This design comes from an exercise in tuning for small area and a short achievable clock period on the open sky130 flow, not from production work.
The RTL was checked by simulation tests, not by an equivalence proof against the original design.
No activity file was given, so power comes from the tool's default toggle rates.

run A:
// spi_slave_mem_burst
module spi_slave_mem_burst #(
  parameter int ADDR_W   = 8,
  parameter int DATA_W   = 8,
  parameter int AUTO_INC = 1
) (
  input  logic clk,
  input  logic rst_n,
  input  logic ss_n,
  input  logic MOSI,
  output logic MISO,
  output logic valid_MISO,
  output logic sready
);
  localparam int WORDS = 256;
  localparam int G     = 8;              
  localparam int GW    = WORDS / G;      
  logic       st_cmd, st_addr_w, st_addr_r, st_wdata, st_rd_wait;
  logic       miso_q, valid_q, busy_q, idle_q;
  logic [2:0] cnt;
  logic [6:0] sh;
  logic [6:0] tx;
  logic [15:0] wlo, whi;    
  logic [15:0] rlo, rhi;    
  logic [7:0] mem [0:WORDS-1];
  logic [7:0] rd_grp [0:G-1];
  logic [7:0] word_in;
  logic       at2, at3, go;
  logic       addr_done_w, addr_done_r, wr_en, rd_load;
  logic       rdata_nxt;
  logic [7:0] rd_word;
  assign idle_q      = !busy_q;
  assign word_in     = {sh, MOSI};
  assign go          = !ss_n;
  assign at2         = (cnt == 3'd2);
  assign at3         = (cnt == 3'd3);
  assign addr_done_w = go && st_addr_w && at2;
  assign addr_done_r = go && st_addr_r && at2;
  assign wr_en       = go && st_wdata && at2;
  assign rd_load     = go && (st_rd_wait || (valid_q && at3));
  assign rdata_nxt   = go && (st_rd_wait || valid_q);
  always_ff @(posedge clk or negedge rst_n) begin
    if (!rst_n) begin
      busy_q     <= 1'b0;
      st_cmd     <= 1'b0;
      st_addr_w  <= 1'b0;
      st_addr_r  <= 1'b0;
      st_wdata   <= 1'b0;
      st_rd_wait <= 1'b0;
      valid_q    <= 1'b0;
      miso_q     <= 1'b0;
    end else begin
      busy_q     <= go;
      st_cmd     <= go && idle_q;
      st_addr_w  <= go && ((st_cmd && !sh[0] && !MOSI) || (st_addr_w && !at2));
      st_addr_r  <= go && ((st_cmd &&  sh[0] && !MOSI) || (st_addr_r && !at2));
      st_wdata   <= go && ((st_cmd && !sh[0] &&  MOSI) || st_wdata);
      st_rd_wait <= go && st_cmd && sh[0] && MOSI;
      valid_q    <= rdata_nxt;
      miso_q     <= rdata_nxt && (rd_load ? rd_word[7] : tx[6]);
    end
  end
  always_ff @(posedge clk) begin
    sh  <= word_in[6:0];
    cnt <= idle_q ? 3'd2 : cnt + 3'd1;
    tx  <= rd_load ? rd_word[6:0] : {tx[5:0], 1'b0};
  end
  always_ff @(posedge clk or negedge rst_n) begin
    if (!rst_n) begin
      wlo   <= 16'd1;
      whi   <= 16'd1;
      rlo   <= 16'd1;
      rhi   <= 16'd1;
    end else begin
  ...
For scale: ~4,500 cells after synthesis, ~81,000 sq um of cells after synthesis.
clock: 4.5 ns
lec_check: 0
cap_margin: 20
core_margin: 2
core_utilization: 60
cts_cluster_diameter: 100
cts_cluster_size: 28
setup_slack_margin: 2.2
slew_margin: 20
standard.sh (not shown) runs the stock make flow with config.mk's settings and CLKGATE_MAP_FILE= SYNTH_SCRIPT=/design/flow/synth_recipe.tcl, a recipe that flattens the netlist after the stock synthesis.
==> flow/flow/run.sh <==
#!/bin/bash
# Standard ORFS layout (the standard.sh, standard synthesis unchanged) with two changes:
#  - ports are buffered with buf_4 instead of the cell buffer_ports picks by default
#    (a delay cell on sky130hd), so the port buffers can be resized like any buffer;
#  - repair_timing/repair_design may resize across cell footprints.
set -euo pipefail
bash standard.sh MATCH_CELL_FOOTPRINT=0 "BUFFER_PORTS_ARGS=-buffer_cell sky130_fd_sc_hd__buf_4" finish > make_finish.log 2>&1
> inputs changed (run A -> run B)
diff --git a/flow/config.mk b/flow/config.mk
--- a/flow/config.mk
+++ b/flow/config.mk
@@ -13 +13 @@
-export SETUP_SLACK_MARGIN = 2.2
+export SETUP_SLACK_MARGIN = 2.3
Findings:
Sort run A and run B by via count, descending, and run B comes first. Run B | status: complete | timing, DRC, antenna: pass. Comparing run A and run B, count of fill cells added during filler insertion is lower on run B. Number of logic inverters in the finished layout: run B vs run A identical. The higher global-route wire length before repair came out of run B. Compared with run A, in run B final cycle utilization of the critical path lost 1.8 points, total power neither gained nor lost much, maximum frequency up 3.7%.
Here is what was changed in the inputs of run C compared with run B.
diff --git a/flow/config.mk b/flow/config.mk
--- a/flow/config.mk
+++ b/flow/config.mk
@@ -12,0 +13 @@
+export PLACE_DENSITY = 0.8
--- outcome ---
Summary — number of clock buffer instances in the layout, run C relative to run B: higher, by 5.
Compared to run B, run C leaves less free space in the core.
Detailed placer's ending HPWL, run C vs run B: down by a few percent
Run B -> run C: count of nets left with antenna violations after detail routing delta 0, exact match
Summary of the comparison: met2 track demand over resource is lower in run C, relative to run B.
Here is what was changed in the inputs of run D compared with run C.
==> flow/flow/run.sh <==
#!/bin/bash
# Standard ORFS layout (the standard.sh, standard synthesis unchanged) with three changes:
#  - ports are buffered with buf_4 instead of the cell buffer_ports picks by default
#    (a delay cell on sky130hd), so the port buffers can be resized like any buffer;
#  - repair_timing/repair_design may resize across cell footprints;
#  - before detailed placement, the flip-flop driving each output port is moved next to
#    that port's buffer (flow/near_pins.tcl).
set -euo pipefail
bash standard.sh MATCH_CELL_FOOTPRINT=0 "BUFFER_PORTS_ARGS=-buffer_cell sky130_fd_sc_hd__buf_4" \
  "PRE_DETAIL_PLACE_TCL=$PWD/flow/near_pins.tcl" finish > make_finish.log 2>&1
==> flow/flow/near_pins.tcl (new file) <==
# PRE_DETAIL_PLACE hook: move the flip-flop that launches each output port (and an
# inverter between it and the port buffer, if there is one) onto the port buffer's
# location, so no output path has to cross the die. Detailed placement then legalizes.
set block [ord::get_db_block]
proc signal_inputs {inst} {
  set r {}
  foreach it [$inst getITerms] {
    if {[$it isInputSignal] && [$it getNet] ne "NULL" && [[$it getNet] getSigType] eq "SIGNAL"} { lappend r $it }
  }
  return $r
}
proc net_driver {net} {
  foreach it [$net getITerms] { if {[$it isOutputSignal]} { return [$it getInst] } }
  return ""
}
foreach bt [$block getBTerms] {
  if {[$bt getIoType] ne "OUTPUT"} continue
  set buf [net_driver [$bt getNet]]
  if {$buf eq ""} continue
  set loc [$buf getLocation]
  set cur $buf
  for {set k 0} {$k < 3} {incr k} {
    set ins [signal_inputs $cur]
    if {[llength $ins] != 1} break
    set prev [net_driver [[lindex $ins 0] getNet]]
    if {$prev eq ""} break
    set m [[$prev getMaster] getName]
    puts "near_pins: [$bt getName]: moving [$prev getName] ($m) to the port buffer [$buf getName]"
    $prev setLocation [lindex $loc 0] [lindex $loc 1]
    if {[string match "*__df*" $m]} break
    set cur $prev
  }
}
diff --git a/flow/config.mk b/flow/config.mk
--- a/flow/config.mk
+++ b/flow/config.mk
@@ -13,2 +13 @@
-export PLACE_DENSITY = 0.8
-export SETUP_SLACK_MARGIN = 2.3
+export SETUP_SLACK_MARGIN = 2.4
==> comparison <==
Run D ends up with a routing usage on met2 that is 5.3 points higher than in run C. Between run C and run D, sequential share of layout area decreased. Compared to run C, run D shows a narrower setup margin. Diff run C -> run D: setup fix buffers added after clock tree synthesis increased by 16 relative to the old numbers, routed wire length increased by 7.2% relative to the old numbers, fraction of area in non-clock buffers increased by 1.0 points relative to the old numbers. Max post-layout instance count excluding filler cells across run D and run C: run D. The final reports for run D and run C show largest fanout on the critical path lower in the former.
[inputs] run E vs run D
==> flow/flow/run.sh <==
#!/bin/bash
# Standard ORFS layout (the standard.sh, standard synthesis unchanged) with two changes:
#  - ports are buffered with buf_4 instead of the cell buffer_ports picks by default
#    (a delay cell on sky130hd), so the port buffers can be resized like any buffer;
#  - repair_timing/repair_design may resize across cell footprints.
set -euo pipefail
bash standard.sh MATCH_CELL_FOOTPRINT=0 "BUFFER_PORTS_ARGS=-buffer_cell sky130_fd_sc_hd__buf_4" finish > make_finish.log 2>&1
diff --git a/flow/config.mk b/flow/config.mk
--- a/flow/config.mk
+++ b/flow/config.mk
@@ -13 +13 @@
-export SETUP_SLACK_MARGIN = 2.4
+export SETUP_SLACK_MARGIN = 2.3
@@ -14,0 +15 @@
+export TNS_END_PERCENT = 20
removed: flow/flow/near_pins.tcl
## What came out
Both conditions hold for run E: the flow ran to the end and the final layout passed the timing, design-rule and antenna checks. In the metrics for run D and run E, the one carrying the lower clock skew after layout is run E. The lower net switching power figure of run D and run E is in run E. Going from run D to run E, total internal power decreased 1.1%, ratio of cells with drive above 1 in the final layout lower, critical path data required time decreased 0.25 ns, share of the clock period used by the worst path after layout went down 0.71 points, number of standard cells in the layout, taps in and fillers out has decreased. NOTE: sequential share of layout area in run E exceeds that of run D.
For run F, these inputs were changed with respect to run E:
diff --git a/flow/config.mk b/flow/config.mk
--- a/flow/config.mk
+++ b/flow/config.mk
@@ -10 +10 @@
-export CORE_UTILIZATION = 60
+export CORE_UTILIZATION = 65
@@ -15 +14,0 @@
-export TNS_END_PERCENT = 20
[summary]
Termination of the worst setup path: mem[254][4] -> run E, rd_grp[3][0] -> run F
Run F vs run E, largest incremental delay on the critical path went up by 0.09 ns.
Compared with run E, run F shows register-to-register slack lower by 0.05 ns.
Final weighted congestion of routability-driven global placement: run F higher than run E
The switching share of power was comparable across run E and run F.
Run E → run F: relative contribution of the clock network to total power saw a decrease, final period demand of the worst path saw an increase, critical path depth saw an increase, wire length saw little to no change, via count normalized by instance count saw an increase.

==> afterwards: timing with drivers on the ports <==
Ports are ideal in the flow. The routed layouts listed here were re-timed in OpenROAD.
Step 1 assumes that a clkbuf_16 drives the clock port and a buf_2 every other input.
Step 2 times the ports against the registers' clock, not the clock port: input delays grow and output delays shrink by t, the midpoint of the rising clock arrivals with the driver on.
Three values: ideal ports, drivers, drivers and shift; two values: the first two.
run | t, ns | setup WS [ns] | worst setup path at the end | worst data-port slew with drivers (ns)
run A | 0.817 | 2.167 / 2.161 / 1.607 | input to register | 0.08
run B | 0.819 | 2.250 / 2.172 / 1.723 | input to register | 0.09
run C | 0.810 | 2.162 / 2.147 / 1.666 | input to register | 0.10
run D | 0.825 | 2.158 / 2.158 / 1.764 | input to register | 0.06
run E | 0.817 | 2.190 / 2.187 / 1.630 | input to register | 0.08
run F | 0.790 | 2.142 / 2.142 / 1.704 | input to register | 0.10
After both steps every run listed still meets setup and hold.
